This is an optimization exercise on Yosys and OpenROAD, whose aim is small area and a short achievable clock period, not a production implementation.
The RTL was checked by simulation tests, not by an equivalence proof against the original design.
Power is estimated from default activity; no workload was simulated.

==> run a: inputs <==
==> flow/design.v (excerpt) <==
module vxe_fma_top (
  input  wire logic        clk,
  input  wire logic        nrst,
  input  wire logic        i_vld,
  input  wire logic [31:0] i_a,
  input  wire logic [31:0] i_x,
  input  wire logic [31:0] i_b,
  input  wire logic [3:0]  i_tag,
  output      logic        o_vld,
  output      logic [31:0] o_res,
  output      logic        o_ovf,
  output      logic [3:0]  o_tag,
  output      logic        o_busy
);
  logic v1, v2, v3, v4;
  always_ff @(posedge clk or negedge nrst)
  begin
    if (!nrst)
    begin
      v1 <= 1'b0; v2 <= 1'b0; v3 <= 1'b0; v4 <= 1'b0; o_vld <= 1'b0; o_busy <= 1'b0;
    end
    else
    begin
      v1 <= i_vld; v2 <= v1; v3 <= v2; v4 <= v3; o_vld <= v4;
      o_busy <= i_vld | v1 | v2 | v3 | v4;
    end
  end
  logic [31:0] a_q, b_q;
  logic [15:0] neg_q, one_q, two_q;
  logic [3:0]  tag1, tag2, tag3, tag4;
  logic [32:0] xe;
  assign xe = {i_x, 1'b0};
  always_ff @(posedge clk)
  begin
    a_q  <= i_a;
    b_q  <= i_b;
    tag1 <= i_tag;
    for (int j = 0; j < 16; j++)
    begin
      neg_q[j] <= xe[2*j+2];
      one_q[j] <= xe[2*j+1] ^ xe[2*j];
      two_q[j] <= (xe[2*j+2] ^ xe[2*j+1]) & ~(xe[2*j+1] ^ xe[2*j]);
    end
  end
  logic [19:0] slo_q;
  logic        cin_q;
  logic pp1;
  logic pp2;
  logic pp3;
  logic pp4;
  logic pp5;
  logic pp6;
  logic pp7;
  logic pp8;
  logic pp9;
  logic pp10;
  logic pp11;
  logic pp12;
  logic pp13;
  logic pp14;
  logic pp15;
  logic pp16;
  logic pp17;
  logic pp18;
  logic pp19;
  logic pp20;
  logic pp21;
  logic pp22;
  logic pp23;
  logic pp24;
  logic pp25;
  logic pp26;
  logic pp27;
  logic pp28;
  logic pp29;
  logic pp30;
  logic pp31;
  logic pp32;
  logic pp33;
  logic ps34;
  logic pp35;
  logic pp36;
  ...
Settings: LEC_CHECK=0, CAP_MARGIN=50, CORE_MARGIN=2, CORE_UTILIZATION=40, SLEW_MARGIN=70, SYNTH_HIERARCHICAL=1, SYNTH_MINIMUM_KEEP_SIZE=0; clock period 10.0 ns.
standard.sh (not shown) runs the stock make flow with config.mk's settings and CLKGATE_MAP_FILE= SYNTH_SCRIPT=/design/flow/synth_recipe.tcl, a recipe that flattens the netlist after the stock synthesis.
==> flow/flow/run.sh <==
#!/bin/bash
set -euo pipefail
bash standard.sh \
  SETUP_SLACK_MARGIN=7.0 \
  MATCH_CELL_FOOTPRINT=0 \
  "BUFFER_PORTS_ARGS=-buffer_cell sky130_fd_sc_hd__buf_2" \
  finish > flow_make.log 2>&1
==> run b (differences from run a) <==
==> flow/flow/run.sh (replaced) <==
#!/bin/bash
# The standard layout, with timing repair asked to leave extra setup margin so
# that it sizes and buffers the pipeline stages for the period the design
# reaches rather than for the 10 ns clock. Clock and constraints are unchanged.
set -euo pipefail
bash standard.sh SETUP_SLACK_MARGIN=6.8 finish > flow_make.log 2>&1
==> run c (differences from run a) <==
==> flow/run.sh (new file) <==
#!/bin/bash
# synth_recipe.tcl (not shown) runs the flow's synth.tcl, then flattens the netlist and writes it again
# the make line also repeats each setting of config.mk as NAME=value (left out here)
make -C /OpenROAD-flow-scripts/flow DESIGN_CONFIG=/design/flow/config.mk WORK_HOME=/design/flow/orfs CLKGATE_MAP_FILE= SYNTH_SCRIPT=/design/flow/synth_recipe.tcl finish
removed: flow/flow/run.sh
removed: flow/standard.sh
==> qor summary <==
quantity                                                              run b                             run c                  run a
GR met1 Demand/Resource                                               32.2%                             31.9%                  33.0%
Critical-path cell with the highest stage delay       sky130_fd_sc_hd__fa_1  sky130_fd_sc_hd__clkdlybuf4s50_1  sky130_fd_sc_hd__fa_2
Most used cell, CP                                    sky130_fd_sc_hd__fa_1                                 -  sky130_fd_sc_hd__fa_2
Routability-driven placement congestion ratio                         0.922                             0.922                  0.925
WL final                                                             102 mm                            101 mm                 114 mm
Result of the run                                  timing/DRC/antenna clean          timing/DRC/antenna clean  timing/DRC/antenna clean
Net switching power                                                 5.68 mW                           5.65 mW                5.90 mW
Clock network fraction of design power                                14.9%                             15.0%                  13.8%
Endpoint of the worst setup timing path                             r2_33_3                             o_vld                r2_36_2
Plain + repair buffers                                                  270                               250                    381
Sequential Power Share                                                23.2%                             23.3%                  22.3%
Arrival time reported for the critical path endpoint                3.68 ns                           1.48 ns                3.70 ns
Category of the worst setup path capture point                    flip-flop                       output port              flip-flop

-- port drivers added, routing unchanged --
No port has a modelled driver above. Below, the same layouts with a new extraction and two added sets of constraints.
Step 1 assumes that a clkbuf_16 drives the clock port and a buf_2 every other input.
Step 2 also shifts input and output timing later by t, the mid clock arrival at the registers, as if the neighbouring blocks saw the same clock.
a / b / c = ideal ports / drivers / drivers and shift; a / b = the first two.
run | shift t [ns] | slack for setup (ns) | worst setup path after step 2
run a | 0.662 | 6.862 / 6.837 / 6.862 | register to register
run b | 0.659 | 6.787 / 6.779 / 6.787 | register to register
run c | 0.657 | 6.524 / 6.463 / 6.690 | register to register
After both steps setup and hold are still met in every run listed.
